Source: an optimization exercise on an open RTL-to-GDS flow (aim: small area and a short achievable clock period). Production flows keep margins and buffers that such runs may drop. RTL that was checked went through simulation tests only; none was proved equivalent to the original. No driver is modelled on the clock port, so clocking that relies on it looks cheaper here than on a real chip.

Design mac_top, start of the top module:
module mac_top #(
   parameter int A_WIDTH = 18,
   parameter int B_WIDTH = 18,
   parameter int P_WIDTH = 48
) (
   input  logic                      clk,
   input  logic                      rst_n,
   input  logic signed [A_WIDTH-1:0] data_a,
   input  logic signed [B_WIDTH-1:0] data_b,
   input  mac_pkg::mac_op_e          op,
   input  logic                      activate_mac,
   output logic signed [P_WIDTH-1:0] data_p,
   output logic                      p_valid
);
Size: ~1200 cells after synthesis, about 97 flip-flops.
clock: 10.0 ns
lec_check: 0
abc_area: 1
cap_margin: 20
core_margin: 2
core_utilization: 40
cts_buf_list: sky130_fd_sc_hd__clkbuf_4 sky130_fd_sc_hd__clkbuf_8
hold_slack_margin: 0.1
slew_margin: 20
standard.sh (not shown) runs the stock make flow with config.mk's settings and CLKGATE_MAP_FILE= SYNTH_SCRIPT=/design/flow/synth_recipe.tcl, a recipe that flattens the netlist after the stock synthesis.
==> flow/flow/run.sh <==
#!/bin/bash
# The standard layout, with these changes in how it is made:
# - Yosys's synth runs without its early ABC pass (-noabc), so the full
#   adders it extracts keep their polarity (no inverters between them);
# - the port buffers are the smallest buffer (buf_1) instead of the
#   default clkdlybuf4s50_1; every port is still buffered;
# - after CTS, flow/pq_clock_delay.tcl puts delay chains in front of the
#   result register's clock (useful skew for the register-to-register
#   multiply-add paths);
# - only the setup repair after global routing, the first that sees that
#   skew, is given a setup margin (flow/grt_margin.tcl).
export SYNTH_ARGS="-noabc"
export BUFFER_PORTS_ARGS="-buffer_cell sky130_fd_sc_hd__buf_1"
export POST_CTS_TCL="$PWD/flow/pq_clock_delay.tcl"
export PQ_DLY_CELLS="sky130_fd_sc_hd__clkdlybuf4s50_1 sky130_fd_sc_hd__clkdlybuf4s50_1 sky130_fd_sc_hd__clkdlybuf4s50_1"
export PQ_SKIP_BITS=8
export PQ_BUF_CELL=sky130_fd_sc_hd__clkbuf_8
export PRE_GLOBAL_ROUTE_TCL="$PWD/flow/grt_margin.tcl"
bash standard.sh > standard.log 2>&1
==> flow/flow/grt_margin.tcl <==
# Pre-global-route hook: the setup repair after global routing aims at
# 5.35 ns of slack. It is the first repair that sees the
# result register's delayed clock, so it is the only one given a margin.
set ::env(SETUP_SLACK_MARGIN) 5.35
Other scripts of this flow, unchanged in this note and not shown: flow/flow/pq_clock_delay.tcl
The baseline passed the timing, DRC and antenna checks.
Next try:
--- a/flow/flow/run.sh
+++ b/flow/flow/run.sh
@@ -8,5 +8,3 @@
 #   result register's clock (useful skew for the register-to-register
-#   multiply-add paths);
-# - only the setup repair after global routing, the first that sees that
-#   skew, is given a setup margin (flow/grt_margin.tcl).
+#   multiply-add paths).
 export SYNTH_ARGS="-noabc"
@@ -17,3 +15,2 @@
 export PQ_BUF_CELL=sky130_fd_sc_hd__clkbuf_8
-export PRE_GLOBAL_ROUTE_TCL="$PWD/flow/grt_margin.tcl"
 bash standard.sh > standard.log 2>&1
Settings changed: CTS_BUF_LIST sky130_fd_sc_hd__clkbuf_4 sky130_fd_sc_hd__clkbuf_8 to not set, HOLD_SLACK_MARGIN 0.1 to 0.05.
removed: flow/flow/grt_margin.tcl
The new run finished but fails on negative hold slack.
Worst setup slack degrades by 0.19 ns.
Clock skew came out higher by 0.029 ns.
Synthesized cell count stays the same.
Wire length came out lower by 4.1%.
Worst hold slack degrades by 0.067 ns.
Via count came out lower by 3.8%.

========
Another version of the RTL of mac_top (not shown whole).
For scale: about 1200 cells after synthesis.
## mac_top
module mac_top #(
   parameter int A_WIDTH = 18,
   parameter int B_WIDTH = 18,
   parameter int P_WIDTH = 48
) (
   input  logic                      clk,
   input  logic                      rst_n,
   input  logic signed [A_WIDTH-1:0] data_a,
   input  logic signed [B_WIDTH-1:0] data_b,
   input  mac_pkg::mac_op_e          op,
   input  logic                      activate_mac,
   output logic signed [P_WIDTH-1:0] data_p,
   output logic                      p_valid
);
   logic        act_q;
   logic        req;
   logic        v_q;
   logic        pv_q;
   logic [17:0] a_q;
   logic [8:0]  one_d, two_d, neg_d;
   logic [8:0]  one_q, two_q, neg_q;
   logic        kp_d, kp_q;
   logic        use_b, sub;
   logic [18:0] bx;
   logic [47:0] p_q;
   logic [47:0] pg;
   logic [47:0] rx, ry;
   logic [47:0] p_next;
   assign req   = activate_mac ^ act_q;
   assign use_b = req & (op != mac_pkg::MAC_CLEAR);
   assign sub   = (op == mac_pkg::MAC_SUB);
   assign kp_d  = ~req | (op == mac_pkg::MAC_ACC) | (op == mac_pkg::MAC_SUB);
   assign bx    = {data_b, 1'b0};
   always_comb begin
      for (int i = 0; i < 9; i++) begin
         one_d[i] = use_b & (bx[2*i+1] ^ bx[2*i]);
         two_d[i] = use_b & ((bx[2*i+2] & ~bx[2*i+1] & ~bx[2*i]) |
                             (~bx[2*i+2] & bx[2*i+1] & bx[2*i]));
         neg_d[i] = bx[2*i+2] ^ sub;
      end
   end
   always_ff @(posedge clk or negedge rst_n) begin
      if (!rst_n) begin
         act_q <= 1'b0;
         v_q   <= 1'b0;
         pv_q  <= 1'b0;
         one_q <= '0;
         two_q <= '0;
      end else begin
         act_q <= activate_mac;
         v_q   <= req;
         pv_q  <= v_q;
  ...
clock: 10.0 ns
lec_check: 0
abc_area: 1
cap_margin: 20
core_margin: 2
core_utilization: 40
hold_slack_margin: 0.05
slew_margin: 20
==> flow/flow/run.sh <==
#!/bin/bash
# The standard layout, with these changes in how it is made:
# - Yosys's synth runs without its early ABC pass (-noabc), so the full
#   adders it extracts keep their polarity (no inverters between them);
# - the port buffers are the smallest buffer (buf_1) instead of the
#   default clkdlybuf4s50_1; every port is still buffered;
# - after CTS, flow/pq_clock_delay.tcl puts delay chains in front of the
#   result register's clock (useful skew for the register-to-register
#   multiply-add paths).
export SYNTH_ARGS="-noabc"
export BUFFER_PORTS_ARGS="-buffer_cell sky130_fd_sc_hd__buf_1"
export POST_CTS_TCL="$PWD/flow/pq_clock_delay.tcl"
export PQ_DLY_CELLS="sky130_fd_sc_hd__clkdlybuf4s50_1 sky130_fd_sc_hd__clkdlybuf4s50_1 sky130_fd_sc_hd__clkdlybuf4s50_1"
export PQ_SKIP_BITS=8
export PQ_BUF_CELL=sky130_fd_sc_hd__clkbuf_8
bash standard.sh > standard.log 2>&1
Other scripts of this flow, unchanged in this note and not shown: flow/flow/pq_clock_delay.tcl
The first run completed, yet does not pass: hold timing.
==> next run, changes <==
--- a/flow/flow/run.sh
+++ b/flow/flow/run.sh
@@ -12,3 +12,3 @@
 export POST_CTS_TCL="$PWD/flow/pq_clock_delay.tcl"
-export PQ_DLY_CELLS="sky130_fd_sc_hd__clkdlybuf4s50_1 sky130_fd_sc_hd__clkdlybuf4s50_1 sky130_fd_sc_hd__clkdlybuf4s50_1"
+export PQ_DLY_CELLS="sky130_fd_sc_hd__clkdlybuf4s50_1 sky130_fd_sc_hd__clkdlybuf4s50_1 sky130_fd_sc_hd__clkdlybuf4s25_1"
 export PQ_SKIP_BITS=8
- HOLD_SLACK_MARGIN: 0.05 -> 0.2
- SETUP_SLACK_MARGIN: not set -> 5
The new run completed with no timing, DRC or antenna violations.
Wire length goes up by about 7%.
Final area grows by about 10%.
Critical path depth goes down by 9.
Via count grows by 4.9%.
Sequential cell count stays the same.
No run of this note included a check of the RTL's function; only the layout flow was run.

-- what the ideal ports hide --
The results above use ideal ports. As a check the final layouts listed here were re-extracted and re-timed, cells and wires unchanged. Step 1: set_driving_cell puts a clkbuf_16 on clk and a buf_2 on each other input, an assumption about the parent block. Step 2, shift: input delay + t, output delay - t, t = (earliest + latest rising clock arrival at the registers) / 2. This alone moves slack from input paths to output paths. a / b / c = ideal ports / drivers / drivers and shift; a / b = the first two.
| run | shift t [ns] | setup WS [ns] | worst hold slack (ns) | clock arrival spread, ns |
|---|---|---|---|---|
| the first run of note 1 | 1.252 | 5.425 / 5.381 / 5.542 | 0.032 / 0.032 / 0.032 | 1.659 / 1.660 |
| the second run of note 1 | 1.238 | 5.234 / 5.234 / 5.234 | -0.035 / -0.035 / -0.035 | 1.688 / 1.688 |
| the first run of note 2 | 1.226 | 4.786 / 4.786 / 4.786 | -0.039 / -0.039 / -0.039 | 1.664 / 1.664 |
| the second run of note 2 | 1.105 | 5.174 / 5.174 / 5.174 | 0.144 / 0.144 / 0.144 | 1.421 / 1.422 |
In every run listed the clock reaches the registers at very different times; t lies between them, and the last value is a rough guide only.
